Context: an optimization exercise on an open-source flow, tuned for small area, a short achievable clock period and few clock cycles per item. The choices shown serve that exercise and are no tape-out recipe.
The RTL was checked by simulation tests, not by an equivalence proof against the original design.

==> flow/design.v, too long to show whole: its modules and the start of the top module <==
// module matvec_engine_mac_lane: 2753 lines
// module matvec_engine_mac_fin: 172 lines
// module matvec_engine: 123 lines
module matvec_engine
#(
  parameter int DATA_WIDTH = 16,
  parameter int FRAC_BITS  = 8,
  parameter int ROWS       = 4,
  parameter int COLS       = 4
) (
  input  logic                                     clk,
  input  logic                                     rst_n,
  input  logic                                     in_valid,
  output logic                                     in_ready,
  input  logic [1:0]                               mode,
  input  logic [ROWS-1:0][COLS-1:0][DATA_WIDTH-1:0] mat,
  input  logic [COLS-1:0][DATA_WIDTH-1:0]          vec,
  input  logic [ROWS-1:0][DATA_WIDTH-1:0]          bias,
  input  logic                                     abort,
  output logic [ROWS-1:0][DATA_WIDTH-1:0]          out,
  output logic [ROWS-1:0]                          out_sat,
  output logic                                     out_valid,
  input  logic                                     out_ready,
  output logic                                     busy
);
  // ...
==> flow/flow/run.sh <==
#!/bin/bash
# Own layout flow: the standard synthesis; then fapol.py re-polarises the
# full adders (removing the inverters synthesis leaves between adder cells);
# then the standard layout of that netlist, with plain buffers (instead of
# delay buffers) on the ports. Each tool logs to its own file here.
set -euo pipefail
R=orfs/results/${FLOW_PLATFORM}/matvec_engine/base
bash standard.sh synth > synth.log 2>&1
cp "$R/1_2_yosys.v" "$R/1_2_yosys_std.v"
python3 flow/fapol.py "$R/1_2_yosys_std.v" "$R/1_2_yosys.v" > fapol.log 2>&1
bash standard.sh "BUFFER_PORTS_ARGS=-buffer_cell sky130_fd_sc_hd__buf_1" SETUP_SLACK_MARGIN=6 finish > layout.log 2>&1
==> flow/flow/fapol.py <==
#!/usr/bin/env python3
"""Re-choose the polarity of full-adder cells in a flat gate netlist.

A full adder is self-dual: FA(~a,~b,~c) = (~sum, ~cout). Synthesis leaves
inverters between adders of a carry-save tree; this script removes every
inverter, chooses for each fa cell whether it works on true or complemented
signals so that as few nets as possible need a complement, and adds one
inverter per net whose complement is still needed.

usage: fapol.py IN.v OUT.v
"""
import re
import sys
import random

src = open(sys.argv[1]).read()
m = re.search(r'^\s*sky130_fd_sc_hd__\w+\s', src, re.M)
head, body = src[:m.start()], src[m.start():]
end = body.rindex('endmodule')
body, tail = body[:end], body[end:]

inst_re = re.compile(r'\s*(sky130_fd_sc_hd__\w+)\s+(\\\S+ |\S+)\s*\((.*?)\);\n', re.S)
pin_re = re.compile(r'\.(\w+)\(\s*(\\\S+ |[^()\s]+)\s*\)')
cells = []
pos = 0
for mm in inst_re.finditer(body):
    assert mm.start() == pos, body[pos:pos + 200]
    pos = mm.end()
    pins = [(p, n.strip() if not n.startswith('\\') else n) for p, n in pin_re.findall(mm.group(3))]
    cells.append([mm.group(1), mm.group(2), pins])
assert body[pos:].strip() == '', body[pos:pos + 200]

OUTP = {'X', 'Y', 'Q', 'Q_N', 'COUT', 'SUM', 'HI', 'LO'}
isinv = lambda t: re.match(r'sky130_fd_sc_hd__(clk)?inv_\d+$', t) is not None
isfa = lambda t: re.match(r'sky130_fd_sc_hd__fa_\d+$', t) is not None

ports = set()
for d, rng, names in re.findall(r'^\s*(input|output|inout)\s*(\[[^\]]*\])?\s*([^;]+);', head, re.M):
    for n in names.split(','):
        n = n.strip()
        if rng:
            hi, lo = map(int, rng[1:-1].split(':'))
            for i in range(min(hi, lo), max(hi, lo) + 1):
                ports.add(f"{n}[{i}]")
        ports.add(n)

inv_of = {}   # inverter output net -> input net
for t, n, pins in cells:
    if isinv(t):
        d = dict(pins)
        if d['Y'] not in ports:
            inv_of[d['Y']] = d['A']


def lit(net):
    p = 0
    while net in inv_of:
        net = inv_of[net]
        p ^= 1
    return net, p


fas = [i for i, c in enumerate(cells) if isfa(c[0])]
fa_out = {}   # net -> fa index driving it
for i in fas:
    for p, n in cells[i][2]:
        if p in OUTP:
            fa_out[n] = i
flip = {i: 0 for i in fas}

# loads: list of (cell index, pin, base net, pol) for every input pin of a kept cell
loads = []
for ci, (t, n, pins) in enumerate(cells):
    if isinv(t) and dict(pins)['Y'] in inv_of:
        continue
    for p, net in pins:
        if p in OUTP:
            continue
        b, pol = lit(net)
        loads.append((ci, p, b, pol))
net_loads = {}
for li, (ci, p, b, pol) in enumerate(loads):
    net_loads.setdefault(b, []).append(li)
cell_loads = {}
for li, (ci, p, b, pol) in enumerate(loads):
    cell_loads.setdefault(ci, []).append(li)


def need(li):
    ci, p, b, pol = loads[li]
    ph = flip.get(fa_out.get(b, -1), 0)
    return pol ^ ph ^ (flip[ci] if ci in flip else 0)


def net_cost(b):
    return 1 if any(need(li) for li in net_loads.get(b, [])) else 0


def local_cost(i):
    nets = set(loads[li][2] for li in cell_loads.get(i, []))
    for p, n in cells[i][2]:
        if p in OUTP:
            nets.add(n)
    return sum(net_cost(b) for b in nets), nets


def total():
    return sum(net_cost(b) for b in net_loads)


# output ports driven by a net: the port net itself is the base net, so a
# flipped driver would need an inverter; model ports as loads with pol 0
for pn in ports:
    if pn in fa_out:
        pass  # handled: a port net's value is read via its own name below

before = total()
# decide flips in reverse topological order: each fa takes the polarity its
# (already decided) loads prefer; xor2/xnor2 drivers can swap for free
XSWAP = {'sky130_fd_sc_hd__xor2_1': ('sky130_fd_sc_hd__xnor2_1', 'Y'),
         'sky130_fd_sc_hd__xnor2_1': ('sky130_fd_sc_hd__xor2_1', 'X')}
xdrv = {}
for ci, (t, n, pins) in enumerate(cells):
    if t in XSWAP:
        for p, net in pins:
            if p in OUTP and net not in ports:
                xdrv[net] = ci
                flip[ci] = 0
drv_of = dict(fa_out)
drv_of.update(xdrv)
# graph edges: driver cell -> load cell (through base nets)
succ = {}
for li, (ci, p, b, pol) in enumerate(loads):
    d = drv_of.get(b)
    if d is not None:
        succ.setdefault(d, set()).add(ci)
order = []
seen = set()
import sys as _s
_s.setrecursionlimit(100000)
def dfs(u):
    seen.add(u)
    for v in succ.get(u, ()):
        if v not in seen:
            dfs(v)
    order.append(u)
for u in list(flip):
    if u not in seen:
        dfs(u)
# order: sinks first (post-order)
def out_nets(i):
    return [n for p, n in cells[i][2] if p in OUTP]
def ph_of(b):
    d = drv_of.get(b, -1)
    return flip.get(d, 0)
def need2(li):
    ci, p, b, pol = loads[li]
    lf = flip[ci] if (ci in flip and isfa(cells[ci][0])) else 0
    return pol ^ ph_of(b) ^ lf
need = need2
for i in order:
    if i not in flip:
        continue
    if any(n in ports for n in out_nets(i)):
        continue
    best = None
    for f in (0, 1):
        flip[i] = f
        c = 0
        for n in out_nets(i):
            c += 1 if any(need2(li) for li in net_loads.get(n, [])) else 0
        if best is None or c < best[0]:
            best = (c, f)
    flip[i] = best[1]
after = sum(1 if any(need2(li) for li in net_loads.get(b, [])) else 0 for b in net_loads)

# rewrite: drop removed inverters, reconnect loads, add one inverter per net
new_inv = {}
out_cells = []
for ci, (t, n, pins) in enumerate(cells):
    if isinv(t) and dict(pins)['Y'] in inv_of:
        continue
    np = []
    for p, net in pins:
        if p in OUTP:
            np.append((p, net))
            continue
        b, pol = lit(net)
        want = pol ^ ph_of(b) ^ (flip[ci] if (ci in flip and isfa(t)) else 0)
        if want:
            if b not in new_inv:
                new_inv[b] = f"_fapol_n{len(new_inv)}_"
            np.append((p, new_inv[b]))
        else:
            np.append((p, b))
    if ci in xdrv.values() and flip.get(ci):
        t2, op = XSWAP[t]
        np = [(op if p in OUTP else p, net) for p, net in np]
        t = t2
    out_cells.append((t, n, np))
for b, nn in new_inv.items():
    out_cells.append(('sky130_fd_sc_hd__inv_1', f"_fapol_i{nn[7:]}", [('A', b), ('Y', nn)]))

# nets that were inverter outputs and are now undriven must not be read
used = set(net for t, n, pins in out_cells for p, net in pins)
with open(sys.argv[2], 'w') as f:
    f.write(head)
    for nn in new_inv.values():
        f.write(f"  wire {nn};\n")
    for t, n, pins in out_cells:
        f.write(f"  {t} {n} (\n")
        f.write(",\n".join(f"    .{p}({net})" for p, net in pins))
        f.write("\n  );\n")
    f.write(tail)
ninv0 = sum(1 for c in cells if isinv(c[0]))
ninv1 = sum(1 for c in out_cells if isinv(c[0]))
nflip = sum(flip.values())
nx = sum(1 for i in xdrv.values() if flip.get(i))
print(f"fapol: {len(fas)} fa cells, {nflip} flipped ({nx} xor/xnor swapped); inverters {ninv0} -> {ninv1} (nets needing complement {before} -> {after})", file=sys.stderr)
==> flow/standard.sh <==
#!/bin/bash
# synth_recipe.tcl (not shown) runs the flow's synth.tcl, then flattens the netlist and writes it again
# the make line also repeats each setting of config.mk as NAME=value (left out here)
make -C /OpenROAD-flow-scripts/flow DESIGN_CONFIG=/design/flow/config.mk WORK_HOME=/design/flow/orfs CLKGATE_MAP_FILE= SYNTH_SCRIPT=/design/flow/synth_recipe.tcl "${@:-finish}"
==> flow/config.mk <==
export PLATFORM = sky130hd
export DESIGN_NAME = matvec_engine
export DESIGN_NICKNAME = matvec_engine
export VERILOG_FILES = /design/flow/design.v
export SDC_FILE = /design/flow/constraint.sdc
export NUM_CORES = 4
export LEC_CHECK = 0
export CAP_MARGIN = 20
export CORE_MARGIN = 2
export CORE_UTILIZATION = 40
export SLEW_MARGIN = 20
==> flow/constraint.sdc <==
create_clock -name core_clock -period 11.0 [get_ports {clk}]
set_input_delay 2.2000 -clock core_clock [delete_from_list [all_inputs] [get_ports {clk}]]
set_output_delay 2.2000 -clock core_clock [all_outputs]
set_load 0.01 [all_outputs]
==> out/metrics.cfg, run 1 <==
[critical_path]
start_kind=flop
timing.critical_path.arrival_ps=5720
timing.critical_path.depth=10
cp-endpoint=g_row[3].cs_q[18]$_DFFE_PP_
critical_path_peak_fanout=6
cp_data_required_time_ps=11610

[die]
floorplan_die_area_mm2=0.294

[cts]
postCtsSetupRepairBufs=74
cts_buffer_depth=4
clock_insertion_delay_worst_skew_ps=910
postCtsResizedCells=269
clk_pin_slew_worst_paths_ps=60

[timing]
grt_setup_unrepaired=true
worst_clock_skew_ps=74.0
min_period_over_period=0.465
tightestPinTransition_ps=1240

[worst_hold_path]
hp-class=flop to flop

[cells_and_area]
reg_top3=g_row.cs_q (288), mat_q (256)
num-nets-final=12641
final_layout_size_suffix_gt1_frac=0.0806
nonClockInverterCount=281
seqAreaFraction=0.182
final-seq-area_mm2=0.0234
signal_buffer_area_fraction=0.0694
layout.filler_cells=26456
biggestCellCategory=multi-input combinational cells

[global_routing]
global_route.overflow_total=0
met1_usage=0.450
grt_pass1_vias=95883
use_met2=0.502

[place]
port_buffer_cells=461
placed_cells_incl_taps=13285
dpl.hpwl_um=378000

[routing]
routed-via-count=92815
wl_met1_um=192000
drt-initial-drc-count=16010
route.met2.wl_um=219000

[synthesis]
avgSynthCellArea_um2=11.7
netlist_instances=9944

[status]
status=no timing/DRC/antenna violations

Testbench counts, summed over its fixed seeds: cycles 824, items 800.
==> module matvec_engine_mac_fin, before the edit <==
module matvec_engine_mac_fin (
  input  logic [72:0] r,
  output logic [25:0] f0,
  output logic [25:0] f1
);
  logic s1;
  logic c2;
  logic s3;
  logic c4;
  logic s5;
  logic c6;
  logic s7;
  logic c8;
  logic s9;
  logic c10;
  logic s11;
  logic c12;
  logic s13;
  logic c14;
  logic s15;
  logic c16;
  logic s17;
  logic c18;
  logic s19;
  logic c20;
  logic s21;
  logic c22;
  logic s23;
  logic c24;
  logic s25;
  logic c26;
  logic s27;
  logic c28;
  logic s29;
  logic c30;
  logic s31;
  logic c32;
  logic s33;
  logic c34;
  logic s35;
  logic c36;
  logic s37;
  logic c38;
  logic s39;
  logic c40;
  logic s41;
  logic c42;
  logic s43;
  logic c44;
  logic s45;
  logic c46;
  logic s47;
  logic c48;
  logic s49;
  logic c50;
  logic s51;
  logic c52;
  logic s53;
  logic c54;
  logic s55;
  logic c56;
  logic s57;
  logic c58;
  logic s59;
  logic c60;
  logic s61;
  logic c62;
  logic s63;
  logic c64;
  logic s65;
  logic c66;
  logic s67;
  logic c68;
  logic s69;
  logic c70;
  logic s71;
  logic c72;
  logic s73;
  logic c74;
  logic s75;
  logic c76;
  assign {c2, s1} = {1'b0, r[22]} + {1'b0, r[23]};
  assign {c4, s3} = {1'b0, r[27]} + {1'b0, r[28]};
  assign {c6, s5} = {1'b0, r[34]} + {1'b0, r[35]};
  assign {c8, s7} = {1'b0, r[6]} + {1'b0, r[7]};
  assign {c10, s9} = {1'b0, r[10]} + {1'b0, r[11]};
  assign {c12, s11} = {1'b0, r[13]} + {1'b0, r[14]};
  assign {c14, s13} = {1'b0, r[16]} + {1'b0, r[17]};
  assign {c16, s15} = {1'b0, r[19]} + {1'b0, r[20]};
  assign {c18, s17} = {1'b0, r[24]} + {1'b0, r[25]} + {1'b0, r[26]};
  assign {c20, s19} = {1'b0, r[29]} + {1'b0, r[30]} + {1'b0, c2};
  assign {c22, s21} = {1'b0, r[31]} + {1'b0, r[32]} + {1'b0, r[33]};
  assign {c24, s23} = {1'b0, r[36]} + {1'b0, r[37]} + {1'b0, r[38]};
  assign {c26, s25} = {1'b0, r[39]} + {1'b0, r[40]} + {1'b0, r[41]};
  assign {c28, s27} = {1'b0, r[42]} + {1'b0, r[43]};
  assign {c30, s29} = {1'b0, r[45]} + {1'b0, r[46]} + {1'b0, r[47]};
  assign {c32, s31} = {1'b0, r[49]} + {1'b0, r[50]} + {1'b0, r[51]};
  assign {c34, s33} = {1'b0, r[8]} + {1'b0, r[9]};
  assign {c36, s35} = {1'b0, r[12]} + {1'b0, c8} + {1'b0, s9};
  assign {c38, s37} = {1'b0, r[15]} + {1'b0, c10} + {1'b0, s11};
  assign {c40, s39} = {1'b0, r[18]} + {1'b0, c12} + {1'b0, s13};
  assign {c42, s41} = {1'b0, r[21]} + {1'b0, c14} + {1'b0, s15};
  assign {c44, s43} = {1'b0, s1} + {1'b0, c16} + {1'b0, s17};
  assign {c46, s45} = {1'b0, s3} + {1'b0, c18} + {1'b0, s19};
  assign {c48, s47} = {1'b0, c4} + {1'b0, s21} + {1'b0, c20};
  assign {c50, s49} = {1'b0, s5} + {1'b0, c22} + {1'b0, s23};
  assign {c52, s51} = {1'b0, c6} + {1'b0, c24} + {1'b0, s25};
  assign {c54, s53} = {1'b0, r[44]} + {1'b0, s27} + {1'b0, c26};
  assign {c56, s55} = {1'b0, r[48]} + {1'b0, c28} + {1'b0, s29};
  assign {c58, s57} = {1'b0, r[52]} + {1'b0, c30} + {1'b0, s31};
  assign {c60, s59} = {1'b0, r[53]} + {1'b0, r[54]} + {1'b0, c32};
  assign {c62, s61} = {1'b0, r[55]} + {1'b0, r[56]};
  assign {c64, s63} = {1'b0, r[57]} + {1'b0, r[58]} + {1'b0, r[59]};
  assign {c66, s65} = {1'b0, r[60]} + {1'b0, r[61]};
  assign {c68, s67} = {1'b0, r[62]} + {1'b0, r[63]};
  assign {c70, s69} = {1'b0, r[64]} + {1'b0, r[65]};
  assign {c72, s71} = {1'b0, r[66]} + {1'b0, r[67]};
  assign {c74, s73} = {1'b0, r[68]} + {1'b0, r[69]};
  assign {c76, s75} = {1'b0, r[70]} + {1'b0, r[71]};
  assign f0[0] = r[0];
  assign f0[1] = r[2];
  assign f0[2] = r[4];
  assign f0[3] = s7;
  assign f0[4] = c34;
  assign f0[5] = c36;
  assign f0[6] = c38;
  assign f0[7] = c40;
  assign f0[8] = c42;
  assign f0[9] = c44;
  assign f0[10] = c46;
  assign f0[11] = c48;
  assign f0[12] = c50;
  assign f0[13] = c52;
  assign f0[14] = c54;
  assign f0[15] = c56;
  assign f0[16] = c58;
  assign f0[17] = c60;
  assign f0[18] = c62;
  assign f0[19] = c64;
  assign f0[20] = c66;
  assign f0[21] = c68;
  assign f0[22] = c70;
  assign f0[23] = c72;
  assign f0[24] = c74;
  assign f0[25] = r[72];
  assign f1[0] = r[1];
  assign f1[1] = r[3];
  assign f1[2] = r[5];
  assign f1[3] = s33;
  assign f1[4] = s35;
  assign f1[5] = s37;
  assign f1[6] = s39;
  assign f1[7] = s41;
  assign f1[8] = s43;
  assign f1[9] = s45;
  assign f1[10] = s47;
  assign f1[11] = s49;
  assign f1[12] = s51;
  assign f1[13] = s53;
  assign f1[14] = s55;
  assign f1[15] = s57;
  assign f1[16] = s59;
  assign f1[17] = s61;
  assign f1[18] = s63;
  assign f1[19] = s65;
  assign f1[20] = s67;
  assign f1[21] = s69;
  assign f1[22] = s71;
  assign f1[23] = s73;
  assign f1[24] = s75;
  assign f1[25] = c76;
endmodule
==> module matvec_engine, before the edit <==
module matvec_engine
#(
  parameter int DATA_WIDTH = 16,
  parameter int FRAC_BITS  = 8,
  parameter int ROWS       = 4,
  parameter int COLS       = 4
) (
  input  logic                                     clk,
  input  logic                                     rst_n,
  input  logic                                     in_valid,
  output logic                                     in_ready,
  input  logic [1:0]                               mode,
  input  logic [ROWS-1:0][COLS-1:0][DATA_WIDTH-1:0] mat,
  input  logic [COLS-1:0][DATA_WIDTH-1:0]          vec,
  input  logic [ROWS-1:0][DATA_WIDTH-1:0]          bias,
  input  logic                                     abort,
  output logic [ROWS-1:0][DATA_WIDTH-1:0]          out,
  output logic [ROWS-1:0]                          out_sat,
  output logic                                     out_valid,
  input  logic                                     out_ready,
  output logic                                     busy
);
  localparam int HI_W = 26;    
  logic va, vb, vc;    
  logic adv;           
  logic sub, use_bias;
  function automatic logic sum_is(input logic [10:0] a, input logic [10:0] b, input logic [10:0] k);
    logic [10:0] x, y;
    x = a ^ b ^ ~k;
    y = {(a[9:0] & b[9:0]) | (a[9:0] & ~k[9:0]) | (b[9:0] & ~k[9:0]), 1'b0};
    sum_is = &(x ^ y);
  endfunction
  assign adv       = !vc || out_ready;
  assign in_ready  = adv;
  assign out_valid = vc;
  assign busy      = va || vb || vc;
  always_ff @(posedge clk or negedge rst_n) begin
    if (!rst_n) begin
      va <= 1'b0;
      vb <= 1'b0;
      vc <= 1'b0;
    end else if (abort) begin
      va <= 1'b0;
      vb <= 1'b0;
      vc <= 1'b0;
    end else if (adv) begin
      va <= in_valid;
      vb <= va;
      vc <= vb;
    end
  end
  assign sub      = (mode == matvec_pkg::MV_INNOV);
  assign use_bias = (mode == matvec_pkg::MV_BIAS) || (mode == matvec_pkg::MV_INNOV);
  logic [COLS*8-1:0] one, two, neg, one_q, two_q, neg_q;
  for (genvar c = 0; c < COLS; c++) begin : g_enc
    logic [16:0] xe;
    assign xe = {vec[c], 1'b0};
    for (genvar i = 0; i < 8; i++) begin : g_dig
      assign one[c*8+i] = xe[2*i+1] ^ xe[2*i];
      assign two[c*8+i] = (xe[2*i+2] & ~xe[2*i+1] & ~xe[2*i]) | (~xe[2*i+2] & xe[2*i+1] & xe[2*i]);
      assign neg[c*8+i] = xe[2*i+2] ^ sub;
    end
  end
  logic [ROWS-1:0][COLS-1:0][DATA_WIDTH-1:0] mat_q;
  logic [ROWS-1:0][DATA_WIDTH-1:0]           bb_q;
  always_ff @(posedge clk) begin
    if (adv) begin
      mat_q <= mat;
      one_q <= one;
      two_q <= two;
      neg_q <= neg;
      bb_q  <= use_bias ? bias : '0;
    end
  end
  for (genvar r = 0; r < ROWS; r++) begin : g_row
    logic [matvec_pkg::CS_BITS-1:0] cs, cs_q;
    logic [7:0]                     lo0, lo1;
    logic                           c8, c8_q;
    matvec_engine_mac_lane u_lane (
      .a   (mat_q[r]),
      .one (one_q),
      .two (two_q),
      .neg (neg_q),
      .bb  (bb_q[r]),
      .cs  (cs),
      .lo0 (lo0),
      .lo1 (lo1)
    );
    assign c8 = ({1'b0, lo0} + {1'b0, lo1}) >> 8;
    always_ff @(posedge clk) begin
      if (adv) begin
        cs_q <= cs;
        c8_q <= c8;
      end
    end
    logic [HI_W-1:0] f0, f1;
    matvec_engine_mac_fin u_fin (
      .r (cs_q),
      .f0(f0),
      .f1(f1)
    );
    logic [14:0] ql;
    logic        c15, sgn0, sgn1, sgn, ovf;
    logic [10:0] ha, hb;
    logic        eq0, eqm1, eqm2;
    assign {c15, ql} = {1'b0, f0[14:0]} + {1'b0, f1[14:0]} + {15'd0, c8_q};
    assign ha = f0[HI_W-1:15];
    assign hb = f1[HI_W-1:15];
    assign eq0  = sum_is(ha, hb, 11'h000);
    assign eqm1 = sum_is(ha, hb, 11'h7FF);
    assign eqm2 = sum_is(ha, hb, 11'h7FE);
    assign ovf  = c15 ? !(eqm1 || eqm2) : !(eq0 || eqm1);
    assign sgn0 = (ha + hb) >> 10;
    assign sgn1 = (ha + hb + 11'd1) >> 10;
    assign sgn  = c15 ? sgn1 : sgn0;
    always_ff @(posedge clk) begin
      if (adv) begin
        out[r]     <= ovf ? {sgn, {15{!sgn}}} : {ha[0] ^ hb[0] ^ c15, ql};
        out_sat[r] <= ovf;
      end
    end
  end
endmodule
==> inputs of run 2 (changes only) <==
--- a/flow/design.v
+++ b/flow/design.v
@@ -1,26 +1,24 @@
 package matvec_pkg;
   typedef enum logic [1:0] {
     MV_PLAIN = 2'd0,
     MV_BIAS  = 2'd1,
     MV_INNOV = 2'd2,
     MV_RSVD  = 2'd3
   } mv_mode_t;
-  localparam int CS_BITS = 73;
+  localparam int CS_BITS = 89;
 endpackage
 module matvec_engine_mac_lane (
   input  logic [63:0] a,      
   input  logic [31:0] one,    
   input  logic [31:0] two,    
   input  logic [31:0] neg,    
   input  logic [15:0] bb,     
-  output logic [72:0] cs,
-  output logic [7:0] lo0,
-  output logic [7:0] lo1
+  output logic [88:0] cs
 );
   logic p1;
   logic p2;
   logic p3;
   logic p4;
   logic p5;
   logic p6;
   logic p7;
@@ -2665,110 +2663,110 @@
   assign {c1573, s1572} = {1'b0, s1568} + {1'b0, c1559} + {1'b0, s1570};
   assign {c1575, s1574} = {1'b0, c1561} + {1'b0, s1572};
   assign {c1577, s1576} = {1'b0, p136} + {1'b0, p272} + {1'b0, p408};
   assign {c1579, s1578} = {1'b0, p544} + {1'b0, c1565} + {1'b0, s1576};
   assign {c1581, s1580} = {1'b0, c1567} + {1'b0, s1578} + {1'b0, c1569};
   assign {c1583, s1582} = {1'b0, c1571} + {1'b0, s1580} + {1'b0, c1573};
   assign {c1585, s1584} = {1'b0, 1'b1} + {1'b0, c1577} + {1'b0, c1579};
   assign {c1587, s1586} = {1'b0, s1584} + {1'b0, c1581};
-  assign cs[0] = c689;
-  assign cs[1] = s726;
-  assign cs[2] = c727;
-  assign cs[3] = s764;
-  assign cs[4] = c765;
-  assign cs[5] = s810;
-  assign cs[6] = c809;
-  assign cs[7] = s852;
-  assign cs[8] = c811;
-  assign cs[9] = s854;
-  assign cs[10] = s904;
-  assign cs[11] = c855;
-  assign cs[12] = s906;
-  assign cs[13] = s956;
-  assign cs[14] = c907;
-  assign cs[15] = s958;
-  assign cs[16] = s1016;
-  assign cs[17] = c959;
-  assign cs[18] = s1018;
-  assign cs[19] = c1019;
-  assign cs[20] = s1076;
-  assign cs[21] = s1078;
-  assign cs[22] = s1132;
-  assign cs[23] = s1134;
-  assign cs[24] = c1077;
-  assign cs[25] = c1079;
-  assign cs[26] = s1136;
-  assign cs[27] = s1186;
-  assign cs[28] = s1188;
-  assign cs[29] = c1137;
-  assign cs[30] = s1190;
-  assign cs[31] = c1191;
-  assign cs[32] = s1242;
-  assign cs[33] = s1244;
-  assign cs[34] = s1288;
-  assign cs[35] = s1290;
-  assign cs[36] = c1243;
-  assign cs[37] = c1245;
-  assign cs[38] = s1292;
-  assign cs[39] = s1336;
-  assign cs[40] = c1293;
-  assign cs[41] = s1338;
-  assign cs[42] = s1378;
-  assign cs[43] = c1339;
-  assign cs[44] = s1380;
-  assign cs[45] = s1414;
-  assign cs[46] = s1416;
-  assign cs[47] = c1381;
-  assign cs[48] = s1418;
-  assign cs[49] = c1417;
-  assign cs[50] = s1448;
-  assign cs[51] = c1419;
-  assign cs[52] = s1450;
-  assign cs[53] = c1451;
-  assign cs[54] = s1480;
-  assign cs[55] = c1481;
-  assign cs[56] = s1506;
-  assign cs[57] = s1526;
-  assign cs[58] = c1507;
-  assign cs[59] = s1528;
-  assign cs[60] = c1529;
-  assign cs[61] = s1546;
-  assign cs[62] = s1562;
-  assign cs[63] = c1547;
-  assign cs[64] = c1563;
-  assign cs[65] = s1574;
-  assign cs[66] = c1575;
-  assign cs[67] = s1582;
-  assign cs[68] = s1586;
-  assign cs[69] = c1583;
-  assign cs[70] = c1585;
-  assign cs[71] = c1587;
-  assign cs[72] = 1'b1;
-  assign lo0[0] = s548;
-  assign lo0[1] = s554;
-  assign lo0[2] = s568;
-  assign lo0[3] = s582;
-  assign lo0[4] = s604;
-  assign lo0[5] = s626;
-  assign lo0[6] = c629;
-  assign lo0[7] = c659;
-  assign lo1[0] = s550;
-  assign lo1[1] = s556;
-  assign lo1[2] = s570;
-  assign lo1[3] = s584;
-  assign lo1[4] = s606;
-  assign lo1[5] = s628;
-  assign lo1[6] = s658;
-  assign lo1[7] = s688;
+  assign cs[0] = s548;
+  assign cs[1] = s550;
+  assign cs[2] = s554;
+  assign cs[3] = s556;
+  assign cs[4] = s570;
+  assign cs[5] = s568;
+  assign cs[6] = s582;
+  assign cs[7] = s584;
+  assign cs[8] = s604;
+  assign cs[9] = s606;
+  assign cs[10] = s626;
+  assign cs[11] = s628;
+  assign cs[12] = c629;
+  assign cs[13] = s658;
+  assign cs[14] = c659;
+  assign cs[15] = s688;
+  assign cs[16] = c689;
+  assign cs[17] = s726;
+  assign cs[18] = c727;
+  assign cs[19] = s764;
+  assign cs[20] = c765;
+  assign cs[21] = s810;
+  assign cs[22] = c809;
+  assign cs[23] = s852;
+  assign cs[24] = c811;
+  assign cs[25] = s854;
+  assign cs[26] = s904;
+  assign cs[27] = c855;
+  assign cs[28] = s906;
+  assign cs[29] = s956;
+  assign cs[30] = c907;
+  assign cs[31] = s958;
+  assign cs[32] = s1016;
+  assign cs[33] = c959;
+  assign cs[34] = s1018;
+  assign cs[35] = c1019;
+  assign cs[36] = s1076;
+  assign cs[37] = s1078;
+  assign cs[38] = s1132;
+  assign cs[39] = s1134;
+  assign cs[40] = c1077;
+  assign cs[41] = c1079;
+  assign cs[42] = s1136;
+  assign cs[43] = s1186;
+  assign cs[44] = s1188;
+  assign cs[45] = c1137;
+  assign cs[46] = s1190;
+  assign cs[47] = c1191;
+  assign cs[48] = s1242;
+  assign cs[49] = s1244;
+  assign cs[50] = s1288;
+  assign cs[51] = s1290;
+  assign cs[52] = c1243;
+  assign cs[53] = c1245;
+  assign cs[54] = s1292;
+  assign cs[55] = s1336;
+  assign cs[56] = c1293;
+  assign cs[57] = s1338;
+  assign cs[58] = s1378;
+  assign cs[59] = c1339;
+  assign cs[60] = s1380;
+  assign cs[61] = s1414;
+  assign cs[62] = s1416;
+  assign cs[63] = c1381;
+  assign cs[64] = s1418;
+  assign cs[65] = c1417;
+  assign cs[66] = s1448;
+  assign cs[67] = c1419;
+  assign cs[68] = s1450;
+  assign cs[69] = c1451;
+  assign cs[70] = s1480;
+  assign cs[71] = c1481;
+  assign cs[72] = s1506;
+  assign cs[73] = s1526;
+  assign cs[74] = c1507;
+  assign cs[75] = s1528;
+  assign cs[76] = c1529;
+  assign cs[77] = s1546;
+  assign cs[78] = s1562;
+  assign cs[79] = c1547;
+  assign cs[80] = c1563;
+  assign cs[81] = s1574;
+  assign cs[82] = c1575;
+  assign cs[83] = s1582;
+  assign cs[84] = s1586;
+  assign cs[85] = c1583;
+  assign cs[86] = c1585;
+  assign cs[87] = c1587;
+  assign cs[88] = 1'b1;
 endmodule
 module matvec_engine_mac_fin (
-  input  logic [72:0] r,
-  output logic [25:0] f0,
-  output logic [25:0] f1
+  input  logic [88:0] r,
+  output logic [33:0] f0,
+  output logic [33:0] f1
 );
   logic s1;
   logic c2;
   logic s3;
   logic c4;
   logic s5;
   logic c6;
   logic s7;
@@ -2836,106 +2834,122 @@
   logic s69;
   logic c70;
   logic s71;
   logic c72;
   logic s73;
   logic c74;
   logic s75;
   logic c76;
-  assign {c2, s1} = {1'b0, r[22]} + {1'b0, r[23]};
-  assign {c4, s3} = {1'b0, r[27]} + {1'b0, r[28]};
-  assign {c6, s5} = {1'b0, r[34]} + {1'b0, r[35]};
-  assign {c8, s7} = {1'b0, r[6]} + {1'b0, r[7]};
-  assign {c10, s9} = {1'b0, r[10]} + {1'b0, r[11]};
-  assign {c12, s11} = {1'b0, r[13]} + {1'b0, r[14]};
-  assign {c14, s13} = {1'b0, r[16]} + {1'b0, r[17]};
-  assign {c16, s15} = {1'b0, r[19]} + {1'b0, r[20]};
-  assign {c18, s17} = {1'b0, r[24]} + {1'b0, r[25]} + {1'b0, r[26]};
-  assign {c20, s19} = {1'b0, r[29]} + {1'b0, r[30]} + {1'b0, c2};
-  assign {c22, s21} = {1'b0, r[31]} + {1'b0, r[32]} + {1'b0, r[33]};
-  assign {c24, s23} = {1'b0, r[36]} + {1'b0, r[37]} + {1'b0, r[38]};
-  assign {c26, s25} = {1'b0, r[39]} + {1'b0, r[40]} + {1'b0, r[41]};
-  assign {c28, s27} = {1'b0, r[42]} + {1'b0, r[43]};
-  assign {c30, s29} = {1'b0, r[45]} + {1'b0, r[46]} + {1'b0, r[47]};
-  assign {c32, s31} = {1'b0, r[49]} + {1'b0, r[50]} + {1'b0, r[51]};
-  assign {c34, s33} = {1'b0, r[8]} + {1'b0, r[9]};
-  assign {c36, s35} = {1'b0, r[12]} + {1'b0, c8} + {1'b0, s9};
-  assign {c38, s37} = {1'b0, r[15]} + {1'b0, c10} + {1'b0, s11};
-  assign {c40, s39} = {1'b0, r[18]} + {1'b0, c12} + {1'b0, s13};
-  assign {c42, s41} = {1'b0, r[21]} + {1'b0, c14} + {1'b0, s15};
+  assign {c2, s1} = {1'b0, r[38]} + {1'b0, r[39]};
+  assign {c4, s3} = {1'b0, r[43]} + {1'b0, r[44]};
+  assign {c6, s5} = {1'b0, r[50]} + {1'b0, r[51]};
+  assign {c8, s7} = {1'b0, r[22]} + {1'b0, r[23]};
+  assign {c10, s9} = {1'b0, r[26]} + {1'b0, r[27]};
+  assign {c12, s11} = {1'b0, r[29]} + {1'b0, r[30]};
+  assign {c14, s13} = {1'b0, r[32]} + {1'b0, r[33]};
+  assign {c16, s15} = {1'b0, r[35]} + {1'b0, r[36]};
+  assign {c18, s17} = {1'b0, r[40]} + {1'b0, r[41]} + {1'b0, r[42]};
+  assign {c20, s19} = {1'b0, r[45]} + {1'b0, r[46]} + {1'b0, c2};
+  assign {c22, s21} = {1'b0, r[47]} + {1'b0, r[48]} + {1'b0, r[49]};
+  assign {c24, s23} = {1'b0, r[52]} + {1'b0, r[53]} + {1'b0, r[54]};
+  assign {c26, s25} = {1'b0, r[55]} + {1'b0, r[56]} + {1'b0, r[57]};
+  assign {c28, s27} = {1'b0, r[58]} + {1'b0, r[59]};
+  assign {c30, s29} = {1'b0, r[61]} + {1'b0, r[62]} + {1'b0, r[63]};
+  assign {c32, s31} = {1'b0, r[65]} + {1'b0, r[66]} + {1'b0, r[67]};
+  assign {c34, s33} = {1'b0, r[24]} + {1'b0, r[25]};
+  assign {c36, s35} = {1'b0, r[28]} + {1'b0, c8} + {1'b0, s9};
+  assign {c38, s37} = {1'b0, r[31]} + {1'b0, c10} + {1'b0, s11};
+  assign {c40, s39} = {1'b0, r[34]} + {1'b0, c12} + {1'b0, s13};
+  assign {c42, s41} = {1'b0, r[37]} + {1'b0, c14} + {1'b0, s15};
   assign {c44, s43} = {1'b0, s1} + {1'b0, c16} + {1'b0, s17};
   assign {c46, s45} = {1'b0, s3} + {1'b0, c18} + {1'b0, s19};
   assign {c48, s47} = {1'b0, c4} + {1'b0, s21} + {1'b0, c20};
   assign {c50, s49} = {1'b0, s5} + {1'b0, c22} + {1'b0, s23};
   assign {c52, s51} = {1'b0, c6} + {1'b0, c24} + {1'b0, s25};
-  assign {c54, s53} = {1'b0, r[44]} + {1'b0, s27} + {1'b0, c26};
-  assign {c56, s55} = {1'b0, r[48]} + {1'b0, c28} + {1'b0, s29};
-  assign {c58, s57} = {1'b0, r[52]} + {1'b0, c30} + {1'b0, s31};
-  assign {c60, s59} = {1'b0, r[53]} + {1'b0, r[54]} + {1'b0, c32};
-  assign {c62, s61} = {1'b0, r[55]} + {1'b0, r[56]};
-  assign {c64, s63} = {1'b0, r[57]} + {1'b0, r[58]} + {1'b0, r[59]};
-  assign {c66, s65} = {1'b0, r[60]} + {1'b0, r[61]};
-  assign {c68, s67} = {1'b0, r[62]} + {1'b0, r[63]};
-  assign {c70, s69} = {1'b0, r[64]} + {1'b0, r[65]};
-  assign {c72, s71} = {1'b0, r[66]} + {1'b0, r[67]};
-  assign {c74, s73} = {1'b0, r[68]} + {1'b0, r[69]};
-  assign {c76, s75} = {1'b0, r[70]} + {1'b0, r[71]};
+  assign {c54, s53} = {1'b0, r[60]} + {1'b0, s27} + {1'b0, c26};
+  assign {c56, s55} = {1'b0, r[64]} + {1'b0, c28} + {1'b0, s29};
+  assign {c58, s57} = {1'b0, r[68]} + {1'b0, c30} + {1'b0, s31};
+  assign {c60, s59} = {1'b0, r[69]} + {1'b0, r[70]} + {1'b0, c32};
+  assign {c62, s61} = {1'b0, r[71]} + {1'b0, r[72]};
+  assign {c64, s63} = {1'b0, r[73]} + {1'b0, r[74]} + {1'b0, r[75]};
+  assign {c66, s65} = {1'b0, r[76]} + {1'b0, r[77]};
+  assign {c68, s67} = {1'b0, r[78]} + {1'b0, r[79]};
+  assign {c70, s69} = {1'b0, r[80]} + {1'b0, r[81]};
+  assign {c72, s71} = {1'b0, r[82]} + {1'b0, r[83]};
+  assign {c74, s73} = {1'b0, r[84]} + {1'b0, r[85]};
+  assign {c76, s75} = {1'b0, r[86]} + {1'b0, r[87]};
   assign f0[0] = r[0];
   assign f0[1] = r[2];
   assign f0[2] = r[4];
-  assign f0[3] = s7;
-  assign f0[4] = c34;
-  assign f0[5] = c36;
-  assign f0[6] = c38;
-  assign f0[7] = c40;
-  assign f0[8] = c42;
-  assign f0[9] = c44;
-  assign f0[10] = c46;
-  assign f0[11] = c48;
-  assign f0[12] = c50;
-  assign f0[13] = c52;
-  assign f0[14] = c54;
-  assign f0[15] = c56;
-  assign f0[16] = c58;
-  assign f0[17] = c60;
-  assign f0[18] = c62;
-  assign f0[19] = c64;
-  assign f0[20] = c66;
-  assign f0[21] = c68;
-  assign f0[22] = c70;
-  assign f0[23] = c72;
-  assign f0[24] = c74;
-  assign f0[25] = r[72];
+  assign f0[3] = r[6];
+  assign f0[4] = r[8];
+  assign f0[5] = r[10];
+  assign f0[6] = r[12];
+  assign f0[7] = r[14];
+  assign f0[8] = r[16];
+  assign f0[9] = r[18];
+  assign f0[10] = r[20];
+  assign f0[11] = s7;
+  assign f0[12] = c34;
+  assign f0[13] = c36;
+  assign f0[14] = c38;
+  assign f0[15] = c40;
+  assign f0[16] = c42;
+  assign f0[17] = c44;
+  assign f0[18] = c46;
+  assign f0[19] = c48;
+  assign f0[20] = c50;
+  assign f0[21] = c52;
+  assign f0[22] = c54;
+  assign f0[23] = c56;
+  assign f0[24] = c58;
+  assign f0[25] = c60;
+  assign f0[26] = c62;
+  assign f0[27] = c64;
+  assign f0[28] = c66;
+  assign f0[29] = c68;
+  assign f0[30] = c70;
+  assign f0[31] = c72;
+  assign f0[32] = c74;
+  assign f0[33] = r[88];
   assign f1[0] = r[1];
   assign f1[1] = r[3];
   assign f1[2] = r[5];
-  assign f1[3] = s33;
-  assign f1[4] = s35;
-  assign f1[5] = s37;
-  assign f1[6] = s39;
-  assign f1[7] = s41;
-  assign f1[8] = s43;
-  assign f1[9] = s45;
-  assign f1[10] = s47;
-  assign f1[11] = s49;
-  assign f1[12] = s51;
-  assign f1[13] = s53;
-  assign f1[14] = s55;
-  assign f1[15] = s57;
-  assign f1[16] = s59;
-  assign f1[17] = s61;
-  assign f1[18] = s63;
-  assign f1[19] = s65;
-  assign f1[20] = s67;
-  assign f1[21] = s69;
-  assign f1[22] = s71;
-  assign f1[23] = s73;
-  assign f1[24] = s75;
-  assign f1[25] = c76;
+  assign f1[3] = r[7];
+  assign f1[4] = r[9];
+  assign f1[5] = r[11];
+  assign f1[6] = r[13];
+  assign f1[7] = r[15];
+  assign f1[8] = r[17];
+  assign f1[9] = r[19];
+  assign f1[10] = r[21];
+  assign f1[11] = s33;
+  assign f1[12] = s35;
+  assign f1[13] = s37;
+  assign f1[14] = s39;
+  assign f1[15] = s41;
+  assign f1[16] = s43;
+  assign f1[17] = s45;
+  assign f1[18] = s47;
+  assign f1[19] = s49;
+  assign f1[20] = s51;
+  assign f1[21] = s53;
+  assign f1[22] = s55;
+  assign f1[23] = s57;
+  assign f1[24] = s59;
+  assign f1[25] = s61;
+  assign f1[26] = s63;
+  assign f1[27] = s65;
+  assign f1[28] = s67;
+  assign f1[29] = s69;
+  assign f1[30] = s71;
+  assign f1[31] = s73;
+  assign f1[32] = s75;
+  assign f1[33] = c76;
 endmodule
 module matvec_engine
 #(
   parameter int DATA_WIDTH = 16,
   parameter int FRAC_BITS  = 8,
   parameter int ROWS       = 4,
   parameter int COLS       = 4
 ) (
@@ -2949,43 +2963,66 @@
   input  logic [ROWS-1:0][DATA_WIDTH-1:0]          bias,
   input  logic                                     abort,
   output logic [ROWS-1:0][DATA_WIDTH-1:0]          out,
   output logic [ROWS-1:0]                          out_sat,
   output logic                                     out_valid,
   input  logic                                     out_ready,
   output logic                                     busy
 );
-  localparam int HI_W = 26;    
-  logic va, vb, vc;    
-  logic adv;           
+  localparam int ACC_W = 34;   
+  logic       va, vb;        
+  logic [1:0] nq;            
+  logic [1:0] rp, wp;        
+  logic       accept, xfer;
   logic sub, use_bias;
+  logic [2:0][ROWS*DATA_WIDTH-1:0] q_out;
+  logic [2:0][ROWS-1:0]            q_sat;
+  logic [ROWS-1:0][DATA_WIDTH-1:0] res_out;
+  logic [ROWS-1:0]                 res_sat;
   function automatic logic sum_is(input logic [10:0] a, input logic [10:0] b, input logic [10:0] k);
     logic [10:0] x, y;
     x = a ^ b ^ ~k;
     y = {(a[9:0] & b[9:0]) | (a[9:0] & ~k[9:0]) | (b[9:0] & ~k[9:0]), 1'b0};
     sum_is = &(x ^ y);
   endfunction
-  assign adv       = !vc || out_ready;
-  assign in_ready  = adv;
-  assign out_valid = vc;
-  assign busy      = va || vb || vc;
+  assign out_valid = (nq != 2'd0);
+  assign in_ready  = (({2'b0, va} + {2'b0, vb} + {1'b0, nq}) < 3'd3) || (out_valid && out_ready);
+  assign busy      = va || vb || (nq != 2'd0);
+  assign accept    = in_valid && in_ready && !abort;
+  assign xfer      = out_valid && out_ready && !abort;
+  assign out       = q_out[rp];
+  assign out_sat   = q_sat[rp];
   always_ff @(posedge clk or negedge rst_n) begin
     if (!rst_n) begin
       va <= 1'b0;
       vb <= 1'b0;
-      vc <= 1'b0;
+      nq <= 2'd0;
+      rp <= 2'd0;
+      wp <= 2'd0;
     end else if (abort) begin
       va <= 1'b0;
       vb <= 1'b0;
-      vc <= 1'b0;
-    end else if (adv) begin
-      va <= in_valid;
+      nq <= 2'd0;
+      rp <= 2'd0;
+      wp <= 2'd0;
+    end else begin
+      va <= accept;
       vb <= va;
-      vc <= vb;
+      nq <= nq + {1'b0, vb} - {1'b0, xfer};
+      if (vb)   wp <= (wp == 2'd2) ? 2'd0 : wp + 2'd1;
+      if (xfer) rp <= (rp == 2'd2) ? 2'd0 : rp + 2'd1;
+    end
+  end
+  for (genvar e = 0; e < 3; e++) begin : g_q
+    always_ff @(posedge clk) begin
+      if (vb && (wp == 2'(e))) begin
+        q_out[e] <= res_out;
+        q_sat[e] <= res_sat;
+      end
     end
   end
   assign sub      = (mode == matvec_pkg::MV_INNOV);
   assign use_bias = (mode == matvec_pkg::MV_BIAS) || (mode == matvec_pkg::MV_INNOV);
   logic [COLS*8-1:0] one, two, neg, one_q, two_q, neg_q;
   for (genvar c = 0; c < COLS; c++) begin : g_enc
     logic [16:0] xe;
     assign xe = {vec[c], 1'b0};
@@ -2993,65 +3030,50 @@
       assign one[c*8+i] = xe[2*i+1] ^ xe[2*i];
       assign two[c*8+i] = (xe[2*i+2] & ~xe[2*i+1] & ~xe[2*i]) | (~xe[2*i+2] & xe[2*i+1] & xe[2*i]);
       assign neg[c*8+i] = xe[2*i+2] ^ sub;
     end
   end
   logic [ROWS-1:0][COLS-1:0][DATA_WIDTH-1:0] mat_q;
   logic [ROWS-1:0][DATA_WIDTH-1:0]           bb_q;
   always_ff @(posedge clk) begin
-    if (adv) begin
-      mat_q <= mat;
-      one_q <= one;
-      two_q <= two;
-      neg_q <= neg;
-      bb_q  <= use_bias ? bias : '0;
-    end
+    mat_q <= mat;
+    one_q <= one;
+    two_q <= two;
+    neg_q <= neg;
+    bb_q  <= use_bias ? bias : '0;
   end
   for (genvar r = 0; r < ROWS; r++) begin : g_row
     logic [matvec_pkg::CS_BITS-1:0] cs, cs_q;
-    logic [7:0]                     lo0, lo1;
-    logic                           c8, c8_q;
     matvec_engine_mac_lane u_lane (
       .a   (mat_q[r]),
       .one (one_q),
       .two (two_q),
       .neg (neg_q),
       .bb  (bb_q[r]),
-      .cs  (cs),
-      .lo0 (lo0),
-      .lo1 (lo1)
+      .cs  (cs)
     );
-    assign c8 = ({1'b0, lo0} + {1'b0, lo1}) >> 8;
-    always_ff @(posedge clk) begin
-      if (adv) begin
-        cs_q <= cs;
-        c8_q <= c8;
-      end
-    end
-    logic [HI_W-1:0] f0, f1;
+    always_ff @(posedge clk) cs_q <= cs;
+    logic [ACC_W-1:0] f0, f1;
     matvec_engine_mac_fin u_fin (
       .r (cs_q),
       .f0(f0),
       .f1(f1)
     );
     logic [14:0] ql;
+    logic [7:0]  frac;
     logic        c15, sgn0, sgn1, sgn, ovf;
     logic [10:0] ha, hb;
     logic        eq0, eqm1, eqm2;
-    assign {c15, ql} = {1'b0, f0[14:0]} + {1'b0, f1[14:0]} + {15'd0, c8_q};
-    assign ha = f0[HI_W-1:15];
-    assign hb = f1[HI_W-1:15];
+    assign {c15, ql, frac} = {1'b0, f0[22:0]} + {1'b0, f1[22:0]};
+    assign ha = f0[ACC_W-1:23];
+    assign hb = f1[ACC_W-1:23];
     assign eq0  = sum_is(ha, hb, 11'h000);
     assign eqm1 = sum_is(ha, hb, 11'h7FF);
     assign eqm2 = sum_is(ha, hb, 11'h7FE);
     assign ovf  = c15 ? !(eqm1 || eqm2) : !(eq0 || eqm1);
     assign sgn0 = (ha + hb) >> 10;
     assign sgn1 = (ha + hb + 11'd1) >> 10;
     assign sgn  = c15 ? sgn1 : sgn0;
-    always_ff @(posedge clk) begin
-      if (adv) begin
-        out[r]     <= ovf ? {sgn, {15{!sgn}}} : {ha[0] ^ hb[0] ^ c15, ql};
-        out_sat[r] <= ovf;
-      end
-    end
+    assign res_out[r] = ovf ? {sgn, {15{!sgn}}} : {ha[0] ^ hb[0] ^ c15, ql};
+    assign res_sat[r] = ovf;
   end
 endmodule
--- a/flow/flow/fapol.py
+++ b/flow/flow/fapol.py
@@ -196,24 +196,80 @@
     if ci in xdrv.values() and flip.get(ci):
         t2, op = XSWAP[t]
         np = [(op if p in OUTP else p, net) for p, net in np]
         t = t2
     out_cells.append((t, n, np))
 for b, nn in new_inv.items():
     out_cells.append(('sky130_fd_sc_hd__inv_1', f"_fapol_i{nn[7:]}", [('A', b), ('Y', nn)]))
 
+# Full-adder inputs are interchangeable; the CIN pin is the fastest and A the
+# slowest, so give the latest-arriving input CIN and the earliest A. Arrival
+# times are a rough static estimate (fixed delay per cell and arc).
+FA_D = {('A', 'SUM'): 0.58, ('B', 'SUM'): 0.55, ('CIN', 'SUM'): 0.53,
+        ('A', 'COUT'): 0.47, ('B', 'COUT'): 0.44, ('CIN', 'COUT'): 0.42}
+SEQ = re.compile(r'sky130_fd_sc_hd__(e?df|dl|sdf)')
+
+
+def arrivals(cl):
+    drv = {}
+    for ci, (t, n, pins) in enumerate(cl):
+        for p, net in pins:
+            if p in OUTP:
+                drv[net] = ci
+    memo = {}
+    sys.setrecursionlimit(200000)
+
+    def arr(net):
+        if net in memo:
+            return memo[net]
+        memo[net] = 0.0
+        ci = drv.get(net)
+        if ci is None or SEQ.match(cl[ci][0]):
+            v = 0.4 if ci is not None else 0.0
+        else:
+            t, n, pins = cl[ci]
+            outp = [p for p, x in pins if x == net][0]
+            v = 0.0
+            for p, x in pins:
+                if p in OUTP:
+                    continue
+                d = FA_D.get((p, outp), 0.25) if isfa(t) else 0.25
+                v = max(v, arr(x) + d)
+        memo[net] = v
+        return v
+    return arr
+
+
+nswap = 0
+for _ in range(3):
+    arr = arrivals(out_cells)
+    changed = 0
+    for ci, (t, n, pins) in enumerate(out_cells):
+        if not isfa(t):
+            continue
+        d = dict(pins)
+        ins = sorted([d['A'], d['B'], d['CIN']], key=arr)
+        if [d['A'], d['B'], d['CIN']] != ins:
+            d['A'], d['B'], d['CIN'] = ins
+            out_cells[ci] = (t, n, [(p, d[p]) for p, _ in pins])
+            changed += 1
+    nswap += changed
+    if not changed:
+        break
+
 # nets that were inverter outputs and are now undriven must not be read
 used = set(net for t, n, pins in out_cells for p, net in pins)
 with open(sys.argv[2], 'w') as f:
     f.write(head)
     for nn in new_inv.values():
         f.write(f"  wire {nn};\n")
     for t, n, pins in out_cells:
         f.write(f"  {t} {n} (\n")
         f.write(",\n".join(f"    .{p}({net})" for p, net in pins))
         f.write("\n  );\n")
     f.write(tail)
 ninv0 = sum(1 for c in cells if isinv(c[0]))
 ninv1 = sum(1 for c in out_cells if isinv(c[0]))
 nflip = sum(flip.values())
 nx = sum(1 for i in xdrv.values() if flip.get(i))
+print(f"fapol: {nswap} fa input reorderings", file=sys.stderr)
 print(f"fapol: {len(fas)} fa cells, {nflip} flipped ({nx} xor/xnor swapped); inverters {ninv0} -> {ninv1} (nets needing complement {before} -> {after})", file=sys.stderr)
==> run 2 against run 1 <==
  * Die area fell by 0.53%
  * Wire length increased by 7.2%
  * Final area down 2.3%
  * Register-to-register slack worse by 60 ps
  * Sequential cell count is 201 higher
  * Non-clock buffer count decreased by 213
  * Sequential share of layout area is 0.70 points lower
  * Count of clock-buffer cells in the layout up 33
  * Largest cell class unchanged
==> out/metrics.cfg, run 2 <==
[routing]
routed-via-count=94158  ; +1.4%
viasPerCell=6.75
wl_per_cell_um=42.9
drt-pass1-iter-count=12
remaining_drc_errors=0
drt-initial-drc-count=15454  ; -3.5%
final_wirelength_um=599000
final_antenna_violating_net_count=0

[timing]
worst_clock_skew_ps=86.1  ; +12.1 ps
tightestPinTransition_ps=1360  ; +123 ps
final-setup-viol-count=0
grt_setup_unrepaired=true
drv_slew=0
final_hold_viol_count=0
fin_tns_setup_ps=0
min_period_over_period=0.470  ; +0.00580
max_freq_mhz=193
fin_crit_ps=5170
max-slew-margin-rel=0.0922

[critical_path]
timing.critical_path.arrival_ps=5970  ; +250 ps
kind_of_capture_point_of_the_worst_setup_path=flop
criticalPathCategory=flop to flop
critical_path_peak_fanout=35  ; +29
cp_data_required_time_ps=11800  ; +190 ps
start_kind=flop

[global_routing]
grtUsageTotal=0.401
grt_pass1_wl_um=810000
global_route.overflow_total=0  ; unchanged
grt_max_degree=69
grt_pass1_vias=97613  ; +1.8%
number_of_antenna_violations_at_the_first_check_in_global_routing=76

[cts]
clock_insertion_delay_worst_skew_ps=950  ; +40 ps
clock_tree_from_tritoncts=built
hold_fix_buffer_count_after_cts=0
clock_sink_count=980
htree_levels=3
total_cts_buffers=123
clk_pin_slew_worst_paths_ps=60  ; about the same
clock_tree.root_cell=sky130_fd_sc_hd__clkbuf_16
cts_buffer_depth=4  ; unchanged

[cells_and_area]
reg_top3=g_row.cs_q (352), mat_q (256), q_out (192)
num-nets-final=12821  ; +1.4%
fin_area_mm2=0.126
final_layout_size_suffix_gt1_frac=0.0751  ; -0.00546
combined_area_of_the_multi_input_logic_cells_mm2=0.0883
regMostFlops=g_row.cs_q
final_cell_mix=2127 x sky130_fd_sc_hd__fa_1, 1923 x sky130_fd_sc_hd__a22oi_1, 1533 x sky130_fd_sc_hd__xnor2_1, 821 x sky130_fd_sc_hd__xor2_1, 664 x sky130_fd_sc_hd__dfxtp_1
flow.area_growth_from_synthesis_pct=8.93
largest_reg_flops=352
layout.filler_cells=26721  ; +1.0%
final-seq-area_mm2=0.0220  ; -6.0%
most_common_library_cell_in_the_layout_ignoring_fill_and_taps=sky130_fd_sc_hd__fa_1

[synthesis]
netlist_instances=10343  ; +4.0%
yosys_warnings=1
avgSynthCellArea_um2=11.2  ; -4.4%
post_synth_instance_area_mm2=0.115
mappedNetlistNets=13167

[place]
dpl.hpwl_um=422000  ; +12%
postPlaceCellArea_mm2=0.120
gpl.final_weighted_congestion=1.03
port_buffer_cells=461  ; unchanged

[worst_hold_path]
hp-class=flop to flop

[die]
row_count=197
floorplan_die_area_mm2=0.293  ; -0.53%
chipWidth_um=541
die_extent_in_y_um=541
pin_count=462
core_area_mm2=0.288
starting_density=0.401

[status]
status=no timing/DRC/antenna violations

[job]
maxCapViolations=0

[run 2: changes by cell type in the layout (fill, tap and decap cells not counted), sizes merged, moves of 27 or more]
| cell | previous run | this run |
|---|---|---|
| diode | 16 | 71 |
| a21o | 13 | 40 |
| buf | 983 | 803 |
| mux2i | 35 | 69 |
| dfxtp | 0 | 768 |
| o21ai | 218 | 316 |
| nand2 | 181 | 248 |
| edfxtp | 776 | 204 |
[run 2: worst paths after layout]
| path | start | endpoint | slack, ps | depth (start not counted) |
|---|---|---|---|---|
| setup / recovery | one_q[29]$_DFF_P_ | g_row[3].cs_q[78]$_DFF_P_ | 5830 | 9 |
| hold / removal | va$_DFF_PN0_ | vb$_DFF_PN0_ | 600 | 1 |
| setup reg to reg | one_q[29]$_DFF_P_ | g_row[3].cs_q[78]$_DFF_P_ | 5830 | 9 |
| hold reg to reg | va$_DFF_PN0_ | vb$_DFF_PN0_ | 600 | 1 |
| max in group asynchronous | rst_n | rp[0]$_DFFE_PN0P_ | 9440 | 1 |
| min in group asynchronous | rst_n | va$_DFF_PN0_ | 1190 | 1 |
[run 2: final cells by class]
cell class / instances / share of cell area
clock buffers: 155 / 0.0271
well taps: 3781 / 0.0376
flip-flops and latches: 980 / 0.175
repair buffers: 806 / 0.0417
clock inverters: 73 / 0.00717
diodes: 71 / 0.00141
inverters: 259 / 0.00816
multi-input cells: 7827 / 0.702
[run 2: what timing repair did]
item | CTS | global route
pin swaps | 0 | 3
gates resized for setup | 171 | 104
cloned | 1 | 0
buffers inserted | 15 | 17
setup endpoints to repair | 402 | 231
[run 2: through the flow]
step                 util  std cells  hold slack (ps)  setup WS [ps]
floorplan               -      10343              520           6300
global placement    0.416      13616              544           4180
detailed placement  0.416      13618              552           4840
CTS                 0.434      13862              600           5980
global route        0.437      13889              612           5990
finish              0.437      13952              596           5830
[run 2: critical path, stage by stage (launching register included)]
cell and delay (ps):
sky130_fd_sc_hd__dfxtp_2 320, sky130_fd_sc_hd__buf_4 520, sky130_fd_sc_hd__buf_6 480, sky130_fd_sc_hd__o21ai_0 230, sky130_fd_sc_hd__xor2_1 990, sky130_fd_sc_hd__fa_1 620
sky130_fd_sc_hd__fa_1 490, sky130_fd_sc_hd__fa_1 410, sky130_fd_sc_hd__fa_1 480, sky130_fd_sc_hd__ha_1 310
[run 2: layer usage]
metal / up-vias / global-route usage / part of all wire
li1: 34260 / - / -
met5: - / 0.0113 / 0.0013
met3: 2884 / 0.211 / 0.16
met4: 42 / 0.286 / 0.094
met1: 47791 / 0.466 / 0.34
met2: 9181 / 0.561 / 0.40
Testbench counts of run 2, summed over its fixed seeds: cycles 824, items 800.
==> inputs of run 3 (changes only) <==
==> flow/flow/run.sh (replaced) <==
#!/bin/bash
# Own layout flow: the standard synthesis; then fapol.py re-polarises the
# full adders (removing the inverters synthesis leaves between adder cells)
# and gives each adder's latest input its fastest pin; then the standard
# layout of that netlist, with plain buffers (instead of delay buffers) on the
# ports, and timing repair aimed at 6 ns of slack. Each tool logs to its own
# file here.
set -euo pipefail
R=orfs/results/${FLOW_PLATFORM}/matvec_engine/base
bash standard.sh synth > synth.log 2>&1
cp "$R/1_2_yosys.v" "$R/1_2_yosys_std.v"
python3 flow/fapol.py "$R/1_2_yosys_std.v" "$R/1_2_yosys.v" > fapol.log 2>&1
bash standard.sh "BUFFER_PORTS_ARGS=-buffer_cell sky130_fd_sc_hd__buf_1" SETUP_SLACK_MARGIN=6 finish > layout.log 2>&1
--- a/flow/flow/fapol.py
+++ b/flow/flow/fapol.py
@@ -1,11 +1,13 @@
 #!/usr/bin/env python3
-"""Re-choose the polarity of full-adder cells in a flat gate netlist.
+"""Re-choose the polarity and input pins of full-adder cells in a flat gate
+netlist.
 
 A full adder is self-dual: FA(~a,~b,~c) = (~sum, ~cout). Synthesis leaves
 inverters between adders of a carry-save tree; this script removes every
 inverter, chooses for each fa cell whether it works on true or complemented
 signals so that as few nets as possible need a complement, and adds one
-inverter per net whose complement is still needed.
+inverter per net whose complement is still needed. Finally it connects each
+adder's inputs so that the latest-arriving one uses the fastest pin (CIN).
 
 usage: fapol.py IN.v OUT.v
 """
--- a/flow/config.mk
+++ b/flow/config.mk
@@ -7,5 +7,6 @@
 export LEC_CHECK = 0
 export CAP_MARGIN = 20
 export CORE_MARGIN = 2
-export CORE_UTILIZATION = 40
+export CORE_UTILIZATION = 55
+export PLACE_DENSITY = 0.65
 export SLEW_MARGIN = 20
==> run 3 against run 2 <==
  * Final area shrank 1.3%
  * Count of clock-buffer cells in the layout shrank 21
  * Global-route usage grew 15 points
  * Wire length shrank 0.72%
  * Via count grew 2.8%
  * Critical path type unchanged
  * Setup slack gained 11 ps
  * Highest routed layer unchanged
  * Clock skew grew 6.9 ps
  * First-iteration DRC count grew 10%
  * Still clean
==> out/metrics.cfg, run 3 <==
[cts]
clock_insertion_delay_worst_skew_ps=900  ; -50 ps
clock_tree.root_cell=sky130_fd_sc_hd__clkbuf_16
clock_sink_count=980  ; unchanged
cts_buffer_depth=3  ; -1
clock_tree_from_tritoncts=built
clk_pin_slew_worst_paths_ps=60  ; about the same
htree_levels=3  ; unchanged
total_cts_buffers=113  ; -8.1%

[global_routing]
grtUsageTotal=0.552  ; +0.151
grt_pass1_wl_um=802000  ; -1.1%
grt_max_degree=71  ; +2.9%
grt_pass1_vias=97736  ; +0.13%
global_route.overflow_total=0  ; unchanged
number_of_antenna_violations_at_the_first_check_in_global_routing=79  ; +3.9%

[timing]
max_freq_mhz=194  ; +0.20%
fin_crit_ps=5160  ; -10.6 ps
final_hold_viol_count=0  ; unchanged
drv_slew=0  ; unchanged
fin_tns_setup_ps=0  ; unchanged
worst_clock_skew_ps=93.0  ; +6.87 ps
final-setup-viol-count=0  ; unchanged
grt_setup_unrepaired=true
min_period_over_period=0.469  ; -0.000962
max-slew-margin-rel=0.0784  ; -0.0137
tightestPinTransition_ps=1370  ; +10.7 ps
postLayoutSetupSlackWorst_ps=5840  ; +10.6 ps

[routing]
met3RoutedLength_um=109000  ; +10%
routed.top_layer=met5
wl_per_cell_um=45.9  ; +6.9%
final_antenna_violating_net_count=0  ; unchanged
route.met2.wl_um=227000  ; -5.0%
wl_met1_um=191000  ; -6.2%
drt-pass1-iter-count=20  ; +8
drt-initial-drc-count=17064  ; +10%
final_wirelength_um=595000  ; -0.72%
viasPerCell=7.47  ; +11%
remaining_drc_errors=0  ; unchanged
routed-via-count=96832  ; +2.8%

[cells_and_area]
largest_reg_flops=352  ; unchanged
flow.area_growth_from_synthesis_pct=7.46
regMostFlops=g_row.cs_q
finalNonFillerCells=12961  ; -7.1%
num-nets-final=12805  ; -0.12%
most_common_library_cell_in_the_layout_ignoring_fill_and_taps=sky130_fd_sc_hd__fa_1
reg_top3=g_row.cs_q (352), mat_q (256), q_out (192)
layout.filler_cells=17335  ; -35%
final-seq-area_mm2=0.0220  ; about the same
final_layout_size_suffix_gt1_frac=0.0733  ; -0.00184
combined_area_of_the_multi_input_logic_cells_mm2=0.0881  ; -0.16%
utilization=0.593  ; +0.156
final_cell_mix=2126 x sky130_fd_sc_hd__fa_1, 1923 x sky130_fd_sc_hd__a22oi_1, 1536 x sky130_fd_sc_hd__xnor2_1, 823 x sky130_fd_sc_hd__xor2_1, 646 x sky130_fd_sc_hd__dfxtp_1

[place]
dpl.hpwl_um=410000  ; -2.8%
gpl.final_weighted_congestion=1.07  ; +3.6%
post-place-ws_ps=4460  ; -385 ps
placed_cells_incl_taps=12645  ; -7.1%
port_buffer_cells=461  ; unchanged

[critical_path]
timing.critical_path.buf_inv=0  ; -2
critical_path.slowest_cell=sky130_fd_sc_hd__o21ai_1
criticalPathCategory=flop to flop
timing.critical_path.arrival_ps=5670  ; -300 ps
cp_data_required_time_ps=11510  ; -290 ps
critical_path_peak_fanout=16  ; -54%
kind_of_capture_point_of_the_worst_setup_path=flop
crit_family=adder cells
start_kind=flop
path_cells=fa_1, fa_1, ha_1, fa_1, a31oi_1, xor2_1, or4_1, nor4_2, nand2_1, o21ai_1, xnor2_1, nand2_2, o21ai_1
slowest_delay_ps=680  ; -310 ps
regToRegSetupSlack_ps=5840  ; about the same
crit_top_cell=sky130_fd_sc_hd__fa_1

[job]
maxCapViolations=0  ; unchanged

[die]
row_count=168  ; -15%
die_extent_in_y_um=462  ; -15%
pin_count=462  ; unchanged
floorplan_die_area_mm2=0.214  ; -27%
core_area_mm2=0.209  ; -27%
starting_density=0.552  ; +0.151
chipWidth_um=462  ; -15%

[synthesis]
yosys_warnings=1  ; unchanged
netlist_instances=10343  ; unchanged
mappedNetlistNets=13167  ; unchanged
avgSynthCellArea_um2=11.2  ; unchanged
post_synth_instance_area_mm2=0.115  ; unchanged

[status]
status=no timing/DRC/antenna violations

[worst_hold_path]
hp-class=flop to flop

-- run 3: repair_timing --
item	4_1_cts	5_1_grt
cloned	2	0
buffers inserted	9	13
resized for setup	118	111
endpoints found under the setup margin	386	222
hold buffers	0	0
pin swaps	0	1
-- run 3: path summary, 6_finish.rpt --
kind	from	end	depth (start not counted)
max in group asynchronous	rst_n	rp[1]$_DFFE_PN0P_	1
max	g_row[3].cs_q[65]$_DFF_P_	q_out[188]$_DFFE_PP_	13
min reg2reg	va$_DFF_PN0_	vb$_DFF_PN0_	1
min	va$_DFF_PN0_	vb$_DFF_PN0_	1
max reg2reg	g_row[3].cs_q[65]$_DFF_P_	q_out[188]$_DFFE_PP_	13
min in group asynchronous	rst_n	nq[1]$_DFF_PN0_	1
-- run 3: through the flow --
step	hold WS, ps	instance area (µm²)
final	564	124000
after global routing	593	124000
after CTS	567	123000
after detailed placement	553	119000
after global placement	530	118000
after floorplan	520	115000
-- run 3: area by class of cell --
type | instances | share of cell area
Clock buffer | 134 | 0.0243
Antenna cell | 75 | 0.00151
Clock inverter | 81 | 0.00941
Tap cell | 2805 | 0.0283
Multi-Input combinational cell | 7828 | 0.711
Timing Repair Buffer | 799 | 0.0404
Inverter | 259 | 0.00838
Sequential cell | 980 | 0.177
-- run 3: per-layer routing --
layer | track usage | up-vias
met1 | 0.630 | 48541
met3 | 0.335 | 3549
li1 | - | 34207
met5 | 0.0364 | -
met4 | 0.463 | 78
met2 | 0.720 | 10457

==> re-timing with driven ports <==
No port has a modelled driver above. Below, the same layouts with a new extraction and two added sets of constraints. Step 1 (the two cells are an assumption about what drives the block):
set clk [get_ports {clk}]
set_driving_cell -lib_cell sky130_fd_sc_hd__clkbuf_16 $clk
set_driving_cell -lib_cell sky130_fd_sc_hd__buf_2 [delete_from_list [all_inputs] $clk]
Step 2 moves the port delays by t, midway between the first and last clock arrival at a register: inputs arrive t later, outputs are due t later. That takes back most of the time a late clock gives input paths. Three values: ideal, step 1, step 2; two values: the first two.
| run | shift t [ns] | setup WS [ns] | slew at the worst register clock pin (ns) |
|---|---|---|---|
| run 1 | 0.970 | 5.890 / 5.890 / 5.511 | 0.09 / 0.09 |
| run 2 | 1.016 | 5.826 / 5.826 / 5.826 | 0.07 / 0.07 |
| run 3 | 0.964 | 5.837 / 5.837 / 5.837 | 0.08 / 0.08 |
After both steps every run listed still meets setup and hold. For run 1, which loses most, drivers alone change the setup slack by 0.000 ns; drivers and shift together by -0.379 ns.
